Source: an optimization exercise on an open RTL-to-GDS flow (aim: small area). Production flows keep margins and buffers that such runs may drop.
Function was checked by simulation only, so behaviour that the tests miss may differ from the original.

==> inputs of v39 <==
==> flow/design.v (excerpt) <==
module rename_top #(
    parameter int NUM_SLOTS  = 4,
    parameter int ARCH_REGS  = 32,
    parameter int PHYS_REGS  = 80,
    parameter int ARCH_W     = 5,
    parameter int PHYS_W     = 7,
    parameter int FREE_DEPTH = PHYS_REGS - ARCH_REGS,
    parameter int FIRST_FREE = ARCH_REGS
) (
    input  logic                        clock,
    input  logic                        reset_n,
    input  logic                        bundle_valid_i,
    input  logic [NUM_SLOTS*ARCH_W-1:0] rs1_i,
    input  logic [NUM_SLOTS*ARCH_W-1:0] rs2_i,
    input  logic [NUM_SLOTS*ARCH_W-1:0] rd_i,
    input  logic [NUM_SLOTS-1:0]        write_rd_i,
    input  logic                        pipe_stall_i,
    input  logic [NUM_SLOTS*PHYS_W-1:0] retire_free_i,
    input  logic [NUM_SLOTS-1:0]        retire_free_vld_i,
    output logic                        rename_stall_o,
    output logic                        out_valid_o,
    output logic [NUM_SLOTS*PHYS_W-1:0] prs1_o,
    output logic [NUM_SLOTS*PHYS_W-1:0] prs2_o,
    output logic [NUM_SLOTS*PHYS_W-1:0] prd_o,
    output logic [NUM_SLOTS*PHYS_W-1:0] old_prd_o
);
==> module spec_rat, before the edit <==
module spec_rat #(
    parameter int NUM_SLOTS = 4,
    parameter int ARCH_REGS = 32,
    parameter int ARCH_W    = 5,
    parameter int PHYS_W    = 7
) (
    input  logic                             clock,
    input  logic                             reset_n,
    input  logic [NUM_SLOTS-1:0][ARCH_W-1:0] rs1_i,
    input  logic [NUM_SLOTS-1:0][ARCH_W-1:0] rs2_i,
    input  logic [NUM_SLOTS-1:0][ARCH_W-1:0] rd_i,
    input  logic [NUM_SLOTS-1:0]             write_rd_i,
    input  logic [NUM_SLOTS-1:0][PHYS_W-1:0] prd_i,
    input  logic                             grant_i,
    output logic [NUM_SLOTS-1:0][PHYS_W-1:0] prs1_o,
    output logic [NUM_SLOTS-1:0][PHYS_W-1:0] prs2_o,
    output logic [NUM_SLOTS-1:0][PHYS_W-1:0] old_prd_o
);
    logic [ARCH_REGS-1:0][PHYS_W-1:0] rat_q;
    logic [NUM_SLOTS-1:0][ARCH_REGS-1:0] rs1_dec;
    logic [NUM_SLOTS-1:0][ARCH_REGS-1:0] rs2_dec;
    logic [NUM_SLOTS-1:0][ARCH_REGS-1:0] rd_dec;
    function automatic logic [ARCH_REGS-1:0] decode(input logic [ARCH_W-1:0] addr);
        logic [ARCH_REGS-1:0] sel;
        logic [3:0] lo;
        logic [7:0] hi;
        for (int i = 0; i < 4; i++)
            lo[i] = addr[1:0] == i;
        for (int i = 0; i < 8; i++)
            hi[i] = addr[4:2] == i;
        for (int i = 0; i < ARCH_REGS; i++)
            sel[i] = lo[i % 4] && hi[i / 4];
        decode = sel;
    endfunction
    function automatic logic [PHYS_W-1:0] rd_port(input logic [ARCH_REGS-1:0] sel);
        logic [PHYS_W-1:0] val;
        val = '0;
        for (int i = 0; i < ARCH_REGS; i++)
            val = val | (rat_q[i] & {PHYS_W{sel[i]}});
        rd_port = val;
    endfunction
    always_comb
    begin
        for (int s = 0; s < NUM_SLOTS; s++)
        begin
            rs1_dec[s]   = decode(rs1_i[s]);
            rs2_dec[s]   = decode(rs2_i[s]);
            rd_dec[s]    = decode(rd_i[s]);
            prs1_o[s]    = rat_q[rs1_i[s]];
            prs2_o[s]    = rat_q[rs2_i[s]];
            old_prd_o[s] = rat_q[rd_i[s]];
        end
    end
    logic [ARCH_REGS-1:0][PHYS_W-1:0] rat_d;
    always_comb
    begin
        for (int i = 0; i < ARCH_REGS; i++)
        begin
            logic [NUM_SLOTS-1:0] hit;
            logic [NUM_SLOTS-1:0] win;
            logic                 younger;
            for (int s = 0; s < NUM_SLOTS; s++)
                hit[s] = grant_i && write_rd_i[s] && rd_dec[s][i];
            younger = 1'b0;
            for (int s = NUM_SLOTS - 1; s >= 0; s--)
            begin
                win[s]  = hit[s] && !younger;
                younger = younger || hit[s];
            end
            rat_d[i] = younger ? '0 : rat_q[i];
            for (int s = 0; s < NUM_SLOTS; s++)
                rat_d[i] = rat_d[i] | ({PHYS_W{win[s]}} & prd_i[s]);
        end
    end
    always_ff @(posedge clock or negedge reset_n)
    begin
        if (!reset_n)
        begin
            for (int i = 0; i < ARCH_REGS; i++)
            begin
                rat_q[i] <= i;
            end
        end
        else
        begin
            rat_q <= rat_d;
        end
    end
endmodule
Settings: LEC_CHECK=0, CAP_MARGIN=20, CORE_MARGIN=2, CORE_UTILIZATION=30, PLACE_DENSITY=0.5, SLEW_MARGIN=20; clock period 7.0 ns.
run.sh (not shown) runs the stock make flow with config.mk's settings and CLKGATE_MAP_FILE= SYNTH_SCRIPT=/design/flow/synth_recipe.tcl, a recipe that flattens the netlist after the stock synthesis.
==> v33 (differences from v39) <==
--- a/flow/design.v
+++ b/flow/design.v
@@ -46,9 +46,9 @@
             rs1_dec[s]   = decode(rs1_i[s]);
             rs2_dec[s]   = decode(rs2_i[s]);
             rd_dec[s]    = decode(rd_i[s]);
-            prs1_o[s]    = rat_q[rs1_i[s]];
-            prs2_o[s]    = rat_q[rs2_i[s]];
-            old_prd_o[s] = rat_q[rd_i[s]];
+            prs1_o[s]    = rd_port(rs1_dec[s]);
+            prs2_o[s]    = rd_port(rs2_dec[s]);
+            old_prd_o[s] = rd_port(rd_dec[s]);
         end
     end
     logic [ARCH_REGS-1:0][PHYS_W-1:0] rat_d;
- CTS_BUF_LIST: default -> sky130_fd_sc_hd__clkbuf_4 sky130_fd_sc_hd__clkbuf_8
- GPL_TIMING_DRIVEN: default -> 0
==> comparison <==
v33 ended with an error in global routing (5_1_grt). v39 finished with timing, DRC and antenna clean. In v33 the synthesized cell count is higher than in v39, by 21%. Between v39 and v33, the lower area after synthesis is in v33 (gap 11%, measured against v33).

## separate check: timing with driven ports
The results above use ideal ports. As a check the final layout listed here was re-extracted and re-timed, cells and wires unchanged.
Step 1 assumes that a clkbuf_16 drives the clock port and a buf_2 every other input.
Step 2 times the ports against the registers' clock, not the clock port: input delays grow and output delays shrink by t, the midpoint of the rising clock arrivals with the driver on.
a / b / c = ideal ports / drivers / drivers and shift; a / b = the first two.
run: v39
shift t [ns]: 0.825
setup WS [ns]: 0.322 / 0.299 / 0.172
clock arrival spread, ns: 0.049 / 0.048
worst slew at a driven data input, ns: 0.15
cell pins on the clock port's net: 1
After both steps v39 still meets setup and hold. The setup slack of v39 moves by -0.023 ns with the drivers and by -0.150 ns with both steps.
